From an optimization exercise on the open Yosys and OpenROAD flow, aimed at small area, a short achievable clock period and few clock cycles; shortcuts taken in it are not production practice. Function was checked by simulation only, so behaviour that the tests miss may differ from the original.

## battery_monitor_charge_detect
module battery_monitor_charge_detect #(
    parameter int HISTORY_DEPTH = 5
) (
    input  logic                              clk,
    input  logic                              rst_n,
    input  logic                              cfg_wr_en,
    input  logic [bmcd_pkg::CFG_IDX_W-1:0]    cfg_index,
    input  logic [bmcd_pkg::CFG_DATA_W-1:0]   cfg_data,
    input  logic                              in_valid,
    output logic                              in_ready,
    input  logic [2:0]                        in_action,
    input  logic [31:0]                       in_now_ms,
    input  logic [11:0]                       in_reading_mv,
    output logic                              out_valid,
    input  logic                              out_ready,
    output logic [12:0]                       out_voltage_mv,
    output logic [6:0]                        out_percent,
    output logic                              out_charging,
    output logic                              out_shutdown_request,
    output logic                              out_sleep_request
);
export LEC_CHECK = 0
export CAP_MARGIN = 20
export CORE_MARGIN = 2
export CORE_UTILIZATION = 60
export PLACE_DENSITY = 0.75
export SETUP_SLACK_MARGIN = 5
export SLEW_MARGIN = 20
create_clock -name core_clock -period 11.0 [get_ports {clk}]
run.sh (not shown) runs the stock make flow with config.mk's settings and CLKGATE_MAP_FILE= SYNTH_SCRIPT=/design/flow/synth_recipe.tcl, a recipe that flattens the netlist after the stock synthesis.
Testbench counts at the start, summed over its fixed seeds: cycles 2,464.
==> next run, changes <==
--- a/flow/design.v
+++ b/flow/design.v
@@ -111,32 +111,31 @@
             endcase
         end
     end
     logic [22:0] tmo125_r;
     logic [26:0] tmo1875_r;
     logic [31:0] limit;
     logic        tmo_nz_r;
     logic [12:0] span_r;
     logic [13:0] den;
     logic [15:0] den3_r;
-    logic [21:0] k2_r, k2m_r;
+    logic [21:0] e200_r, k2_r, k2m_r;
     always_ff @(posedge clk)
     begin
         tmo125_r <= {tmo_r, 7'b0} - {5'b0, tmo_r, 2'b0} + 23'(tmo_r);
         tmo1875_r <= {tmo125_r, 4'b0} - 27'(tmo125_r);
         tmo_nz_r <= (tmo_r != '0);
         span_r <= full_r - empty_r;
         den3_r <= 16'({span_r, 1'b0}) + 16'({span_r, 2'b0});
-        k2_r <= 22'(full_r) - {2'b0, empty_r, 7'b0} - {3'b0, empty_r, 6'b0}
-                - {6'b0, empty_r, 3'b0} - 22'(empty_r);
-        k2m_r <= 22'(full_r) - {2'b0, full_r, 7'b0} - {3'b0, empty_r, 6'b0}
-                 - {6'b0, empty_r, 3'b0} - 22'(empty_r);
+        e200_r <= 22'(empty_r) * 22'd200;
+        k2_r <= 22'(span_r) - e200_r;
+        k2m_r <= k2_r - {2'b0, den, 6'b0};
     end
     assign limit = {tmo1875_r, 5'b0};
     assign den = {span_r, 1'b0};
     logic s_v, o_v;
     logic rdy_r;
     logic adv;
     assign adv = !s_v;
     assign in_ready = rdy_r;
     logic        c_v;
     logic [2:0]  c_act;
Outcome: The changed run went through all stages and came out clean; synthesized cell count increases by 0.47%; sequential share of layout area increases by 0.56 points; worst setup slack gains 0.45 ns; final area stays flat; first-iteration DRC count decreases by about 2.2%.
Testbench counts after the change, summed over its fixed seeds: cycles 2,464.

--- another note on this design; it stands on its own ---

== run 1 ==
==> flow/design.v (excerpt) <==
module battery_monitor_charge_detect #(
    parameter int HISTORY_DEPTH = 5
) (
    input  logic                              clk,
    input  logic                              rst_n,
    input  logic                              cfg_wr_en,
    input  logic [bmcd_pkg::CFG_IDX_W-1:0]    cfg_index,
    input  logic [bmcd_pkg::CFG_DATA_W-1:0]   cfg_data,
    input  logic                              in_valid,
    output logic                              in_ready,
    input  logic [2:0]                        in_action,
    input  logic [31:0]                       in_now_ms,
    input  logic [11:0]                       in_reading_mv,
    output logic                              out_valid,
    input  logic                              out_ready,
    output logic [12:0]                       out_voltage_mv,
    output logic [6:0]                        out_percent,
    output logic                              out_charging,
    output logic                              out_shutdown_request,
    output logic                              out_sleep_request
);
    localparam int HD = HISTORY_DEPTH;
    logic [12:0] full_r, empty_r;
  ...
==> flow/config.mk <==
export PLATFORM = sky130hd
export DESIGN_NAME = battery_monitor_charge_detect
export DESIGN_NICKNAME = battery_monitor_charge_detect
export VERILOG_FILES = /design/flow/design.v
export SDC_FILE = /design/flow/constraint.sdc
export NUM_CORES = 4
export LEC_CHECK = 0
export CAP_MARGIN = 20
export CORE_MARGIN = 2
export CORE_UTILIZATION = 60
export PLACE_DENSITY = 0.75
export SLEW_MARGIN = 20
==> flow/constraint.sdc <==
create_clock -name core_clock -period 11.0 [get_ports {clk}]
set_input_delay 2.2000 -clock core_clock [delete_from_list [all_inputs] [get_ports {clk}]]
set_output_delay 2.2000 -clock core_clock [all_outputs]
set_load 0.01 [all_outputs]
standard.sh (not shown) runs the stock make flow with config.mk's settings and CLKGATE_MAP_FILE= SYNTH_SCRIPT=/design/flow/synth_recipe.tcl, a recipe that flattens the netlist after the stock synthesis.
==> flow/flow/run.sh <==
#!/bin/bash
set -euo pipefail
cd "$(dirname "$0")/.."
bash standard.sh SETUP_SLACK_MARGIN=7 finish > standard.log 2>&1
Testbench counts of run 1, summed over its fixed seeds: cycles 2,464.
Inputs modified between run 1 and run 2:
Settings: SETUP_SLACK_MARGIN: unset -> 5; CORE_UTILIZATION: 60 -> 70; PLACE_DENSITY: 0.75 -> 0.85.
==> flow/run.sh (new file) <==
#!/bin/bash
# synth_recipe.tcl (not shown) runs the flow's synth.tcl, then flattens the netlist and writes it again
# the make line also repeats each setting of config.mk as NAME=value (left out here)
make -C /OpenROAD-flow-scripts/flow DESIGN_CONFIG=/design/flow/config.mk WORK_HOME=/design/flow/orfs CLKGATE_MAP_FILE= SYNTH_SCRIPT=/design/flow/synth_recipe.tcl finish
removed: flow/flow/run.sh
removed: flow/standard.sh
Findings:
Run 2: floorplan die width lower than run 1
Setup slack in run 2 is smaller than in run 1.
Final-report hold violation count came out exactly the same in run 1 and run 2.
Number of instances in the placed design sits lower in run 2 than in run 1.
Global router's overall resource usage: run 2 vs run 1 up 5.2 points
For run 3, these inputs were changed with respect to run 2:
Settings: changing PLACE_DENSITY from 0.85 to 0.6; changing CORE_UTILIZATION from 70 to 40.
### Flow results
Final worst-path setup slack: run 3 better than run 2
Diff run 2 -> run 3 | global-route wire length before repair | up slightly
Of the two values seen for highest metal layer with signal wires, met4 was produced by run 3 and met5 by run 2.
The die of run 3 is larger than the one used in run 2.
Of run 2 and run 3, the run reporting the higher count of clock-buffer cells in the layout was run 3.

==> port drivers added, routing unchanged <==
Ports are ideal in the flow. The routed layouts listed here were re-timed in OpenROAD.
Step 1 sets driving cells, clkbuf_16 on the clock port and buf_2 on the other inputs (assumed; they add their load-dependent delay and slew).
Step 2 times the ports against the registers' clock, not the clock port: input delays grow and output delays shrink by t, the midpoint of the rising clock arrivals with the driver on.
a / b / c = ideal / step 1 / step 2; a / b = the first two.
| run | shift t [ns] | setup WS [ns] | clock arrival spread, ns | pins driven straight from the clock port |
|---|---|---|---|---|
| the first run of note 1 | 0.817 | 5.777 / 5.777 / 5.777 | 0.044 / 0.045 | 1 |
| the second run of note 1 | 0.835 | 6.229 / 6.229 / 6.229 | 0.053 / 0.053 | 1 |
| run 1 | 0.839 | 6.837 / 6.837 / 6.508 | 0.079 / 0.079 | 1 |
| run 2 | 0.827 | 6.016 / 6.016 / 6.016 | 0.065 / 0.066 | 1 |
| run 3 | 0.878 | 6.178 / 6.178 / 6.178 | 0.039 / 0.038 | 1 |
After both steps setup and hold are still met in every run listed. The setup slack of run 1, which loses most, moves by 0.000 ns with the drivers and by -0.329 ns with both steps. The worst setup slack also covers recovery checks on asynchronous resets.
